This is an optimization exercise on Yosys and OpenROAD, whose aim is small area, a short achievable clock period and few clock cycles per item, not a production implementation. The RTL was checked by simulation tests, not by an equivalence proof against the original design.

==> try-indigo <==
## polygon_bounds_and_area
module polygon_bounds_and_area
#(
    parameter int MAX_VERTICES = 4096,
    parameter int COORD_BITS   = 24
)
(
    input  logic         clk,
    input  logic         rst_n,
    input  logic [48:0]  in_data,
    input  logic         in_valid,
    output logic         in_ready,
    output logic [173:0] out_data,
    output logic         out_valid,
    input  logic         out_ready
);
==> flow/config.mk <==
export PLATFORM = sky130hd
export DESIGN_NAME = polygon_bounds_and_area
export DESIGN_NICKNAME = polygon_bounds_and_area
export VERILOG_FILES = /design/flow/design.v
export SDC_FILE = /design/flow/constraint.sdc
export NUM_CORES = 4
export LEC_CHECK = 0
export CAP_MARGIN = 20
export CORE_MARGIN = 2
export CORE_UTILIZATION = 40
export SLEW_MARGIN = 20
==> flow/constraint.sdc <==
create_clock -name core_clock -period 10.0 [get_ports {clk}]
set_input_delay 2.0000 -clock core_clock [delete_from_list [all_inputs] [get_ports {clk}]]
set_output_delay 2.0000 -clock core_clock [all_outputs]
set_load 0.01 [all_outputs]
run.sh (not shown) runs the stock make flow with config.mk's settings and CLKGATE_MAP_FILE= SYNTH_SCRIPT=/design/flow/synth_recipe.tcl, a recipe that flattens the netlist after the stock synthesis.
==> try-yarrow: changes against try-indigo <==
--- a/flow/design.v
+++ b/flow/design.v
@@ -2721,11 +2721,12 @@
     logic [49:0]         m2_r1_reg;
     logic                m2_hi50_reg;
     logic                m2_hi51_reg;
     logic signed [W-1:0] m2_x_reg;
     logic signed [W-1:0] m2_y_reg;
-    logic signed [63:0]  acc_reg;
+    logic [63:0]         acc_reg;
+    logic                dir_reg;        
     logic                ovf_reg;
     logic signed [W-1:0] min_x_reg;
     logic signed [W-1:0] min_y_reg;
     logic signed [W-1:0] max_x_reg;
     logic signed [W-1:0] max_y_reg;
@@ -2743,11 +2744,11 @@
     logic                proc;
     logic [63:0]         base;
     logic                base_ovf;
     logic [64:0]         mac_sum;
     logic                sat_hit;
-    logic [63:0]         acc_next;
+    logic [63:0]         area_out;
     logic signed [W-1:0] bx_lo;
     logic signed [W-1:0] bx_hi;
     logic signed [W-1:0] by_lo;
     logic signed [W-1:0] by_hi;
     assign stall    = out_valid_reg && !out_ready;
@@ -2834,11 +2835,10 @@
         .hi50 (m2_hi50_reg),
         .hi51 (m2_hi51_reg),
         .s    (mac_sum)
     );
     assign sat_hit  = mac_sum[64] != mac_sum[63];
-    assign acc_next = sat_hit ? {mac_sum[64], {63{!mac_sum[64]}}} : mac_sum[63:0];
     always_comb
     begin
         bx_lo = m2_fresh_reg ? first_x_reg : min_x_reg;
         bx_hi = m2_fresh_reg ? first_x_reg : max_x_reg;
         by_lo = m2_fresh_reg ? first_y_reg : min_y_reg;
@@ -2859,11 +2859,12 @@
     begin
         if (proc)
         begin
             if (!base_ovf)
             begin
-                acc_reg <= acc_next;
+                acc_reg <= mac_sum[63:0];
+                dir_reg <= mac_sum[64];
             end
             ovf_reg <= base_ovf || sat_hit;
             if (!m2_close_reg || m2_fresh_reg)
             begin
                 min_x_reg <= (m2_x_reg < bx_lo) ? m2_x_reg : bx_lo;
@@ -2880,7 +2881,8 @@
                 cnt_reg <= cnt_reg + 13'd1;
             end
         end
     end
     assign out_valid = out_valid_reg;
-    assign out_data  = {acc_reg, min_x_reg, min_y_reg, max_x_reg, max_y_reg, cnt_reg, ovf_reg};
+    assign area_out  = ovf_reg ? {dir_reg, {63{!dir_reg}}} : acc_reg;
+    assign out_data  = {area_out, min_x_reg, min_y_reg, max_x_reg, max_y_reg, cnt_reg, ovf_reg};
 endmodule
==> flow/flow/run.sh (new file) <==
#!/bin/bash
# The standard layout (standard.sh: standard synthesis, floorplan, place, CTS, route,
# finish), with two settings changed:
#  - port buffers are sky130_fd_sc_hd__buf_1 (the resizer may still upsize them).
# The full make output goes to standard.log in the work folder; ORFS's per-step logs stay
# under orfs/logs.
set -euo pipefail
export SETUP_SLACK_MARGIN=5.6
export BUFFER_PORTS_ARGS="-buffer_cell sky130_fd_sc_hd__buf_1"
bash standard.sh > standard.log 2>&1
==> flow/standard.sh (new file) <==
#!/bin/bash
# synth_recipe.tcl (not shown) runs the flow's synth.tcl, then flattens the netlist and writes it again
# the make line also repeats each setting of config.mk as NAME=value (left out here)
make -C /OpenROAD-flow-scripts/flow DESIGN_CONFIG=/design/flow/config.mk WORK_HOME=/design/flow/orfs CLKGATE_MAP_FILE= SYNTH_SCRIPT=/design/flow/synth_recipe.tcl "${@:-finish}"
ABC_AREA = 1   (was unset)
removed: flow/run.sh
==> try-zinc: changes against try-indigo <==
--- a/flow/design.v
+++ b/flow/design.v
@@ -2696,13 +2696,19 @@
     localparam int W = COORD_BITS;
     localparam logic [12:0] COUNT_MAX = 13'(MAX_VERTICES);
     logic signed [W-1:0] in_x;
     logic signed [W-1:0] in_y;
     logic                in_last;
-    assign in_x    = in_data[48:25];
-    assign in_y    = in_data[24:1];
-    assign in_last = in_data[0];
+    logic                skid_valid_reg;
+    logic [48:0]         skid_data_reg;
+    logic [48:0]         vtx;
+    logic                vtx_valid;
+    assign vtx       = skid_valid_reg ? skid_data_reg : in_data;
+    assign vtx_valid = skid_valid_reg || (in_valid && in_ready);
+    assign in_x    = vtx[48:25];
+    assign in_y    = vtx[24:1];
+    assign in_last = vtx[0];
     logic [1:0]          st_reg;         
     logic                pend_reg;       
     logic [1:0]          pend_n_reg;     
     logic                hold_reg;       
     logic signed [W-1:0] first_x_reg;
@@ -2721,11 +2727,12 @@
     logic [49:0]         m2_r1_reg;
     logic                m2_hi50_reg;
     logic                m2_hi51_reg;
     logic signed [W-1:0] m2_x_reg;
     logic signed [W-1:0] m2_y_reg;
-    logic signed [63:0]  acc_reg;
+    logic [63:0]         acc_reg;
+    logic                dir_reg;        
     logic                ovf_reg;
     logic signed [W-1:0] min_x_reg;
     logic signed [W-1:0] min_y_reg;
     logic signed [W-1:0] max_x_reg;
     logic signed [W-1:0] max_y_reg;
@@ -2743,18 +2750,40 @@
     logic                proc;
     logic [63:0]         base;
     logic                base_ovf;
     logic [64:0]         mac_sum;
     logic                sat_hit;
-    logic [63:0]         acc_next;
+    logic [63:0]         area_out;
     logic signed [W-1:0] bx_lo;
     logic signed [W-1:0] bx_hi;
     logic signed [W-1:0] by_lo;
     logic signed [W-1:0] by_hi;
     assign stall    = out_valid_reg && !out_ready;
-    assign in_ready = !stall && !(pend_reg && pend_n_reg != 2'd3) && !hold_reg;
-    assign take     = in_valid && in_ready;
+    assign in_ready = !skid_valid_reg && !(pend_reg && pend_n_reg != 2'd3) && !hold_reg;
+    assign take     = vtx_valid && !stall;
+    always_ff @(posedge clk or negedge rst_n)
+    begin
+        if (!rst_n)
+        begin
+            skid_valid_reg <= 1'b0;
+        end
+        else if (stall)
+        begin
+            skid_valid_reg <= vtx_valid;
+        end
+        else
+        begin
+            skid_valid_reg <= 1'b0;
+        end
+    end
+    always_ff @(posedge clk)
+    begin
+        if (stall && !skid_valid_reg)
+        begin
+            skid_data_reg <= in_data;
+        end
+    end
     assign issue_term = take && (st_reg != 2'd0);
     assign op_x       = pend_reg ? first_x_reg : in_x;
     assign op_y       = pend_reg ? first_y_reg : in_y;
     always_ff @(posedge clk or negedge rst_n)
     begin
@@ -2834,11 +2863,10 @@
         .hi50 (m2_hi50_reg),
         .hi51 (m2_hi51_reg),
         .s    (mac_sum)
     );
     assign sat_hit  = mac_sum[64] != mac_sum[63];
-    assign acc_next = sat_hit ? {mac_sum[64], {63{!mac_sum[64]}}} : mac_sum[63:0];
     always_comb
     begin
         bx_lo = m2_fresh_reg ? first_x_reg : min_x_reg;
         bx_hi = m2_fresh_reg ? first_x_reg : max_x_reg;
         by_lo = m2_fresh_reg ? first_y_reg : min_y_reg;
@@ -2859,11 +2887,12 @@
     begin
         if (proc)
         begin
             if (!base_ovf)
             begin
-                acc_reg <= acc_next;
+                acc_reg <= mac_sum[63:0];
+                dir_reg <= mac_sum[64];
             end
             ovf_reg <= base_ovf || sat_hit;
             if (!m2_close_reg || m2_fresh_reg)
             begin
                 min_x_reg <= (m2_x_reg < bx_lo) ? m2_x_reg : bx_lo;
@@ -2880,7 +2909,8 @@
                 cnt_reg <= cnt_reg + 13'd1;
             end
         end
     end
     assign out_valid = out_valid_reg;
-    assign out_data  = {acc_reg, min_x_reg, min_y_reg, max_x_reg, max_y_reg, cnt_reg, ovf_reg};
+    assign area_out  = ovf_reg ? {dir_reg, {63{!dir_reg}}} : acc_reg;
+    assign out_data  = {area_out, min_x_reg, min_y_reg, max_x_reg, max_y_reg, cnt_reg, ovf_reg};
 endmodule
ABC_CLOCK_PERIOD_IN_PS = 5000   (was unset)
SETUP_SLACK_MARGIN = 5.0   (was unset)
==> results.txt <==
- Status: timing/DRC/antenna clean
- Buffers, non-clock: 404
- Die X: 352 um
-- figures above: try-zinc

==> results.txt <==
- Worst skew pair latency: 0.66 ns
- Buffers, non-clock: 329
- Status: timing/DRC/antenna clean
- Die X: 345 um
- Setup violations, final: 0
-- figures above: try-indigo

==> results.txt <==
- Status: timing/DRC/antenna clean
- Die X: 324 um
- Fin Setup TNS: 0 ns
- Buffers, non-clock: 411
-- figures above: try-yarrow

Testbench counts of try-indigo, summed over its fixed seeds: cycles 24,380, vertices 24,070.
Testbench counts of try-yarrow, summed over its fixed seeds: cycles 24,380, vertices 24,070.
Testbench counts of try-zinc, summed over its fixed seeds: cycles 24,380, vertices 24,070.

==> what the ideal ports hide <==
The results above use ideal ports. As a check the final layouts listed here were re-extracted and re-timed, cells and wires unchanged.
Step 1, drivers: a clkbuf_16 drives clk and a buf_2 each remaining input, both assumed.
Step 2, shift: input delay + t, output delay - t, t = (earliest + latest rising clock arrival at the registers) / 2. This alone moves slack from input paths to output paths.
Three values: ideal, step 1, step 2; two values: the first two.
run | shift t [ns] | slack for setup (ns) | hold WS [ns] | clock arrival spread, ns | slew at the worst register clock pin (ns)
try-indigo | 0.718 | 4.023 / 4.023 / 4.023 | 0.420 / 0.420 / 0.420 | 0.037 / 0.037 | 0.09 / 0.09
try-yarrow | 0.726 | 5.495 / 5.495 / 5.116 | 0.419 / 0.419 / 0.419 | 0.040 / 0.040 | 0.07 / 0.07
try-zinc | 0.710 | 4.918 / 4.918 / 4.435 | 0.419 / 0.419 / 0.419 | 0.038 / 0.039 | 0.07 / 0.07
After both steps every run listed still meets setup and hold. For try-zinc, which loses most, drivers alone change the setup slack by 0.000 ns; drivers and shift together by -0.483 ns.
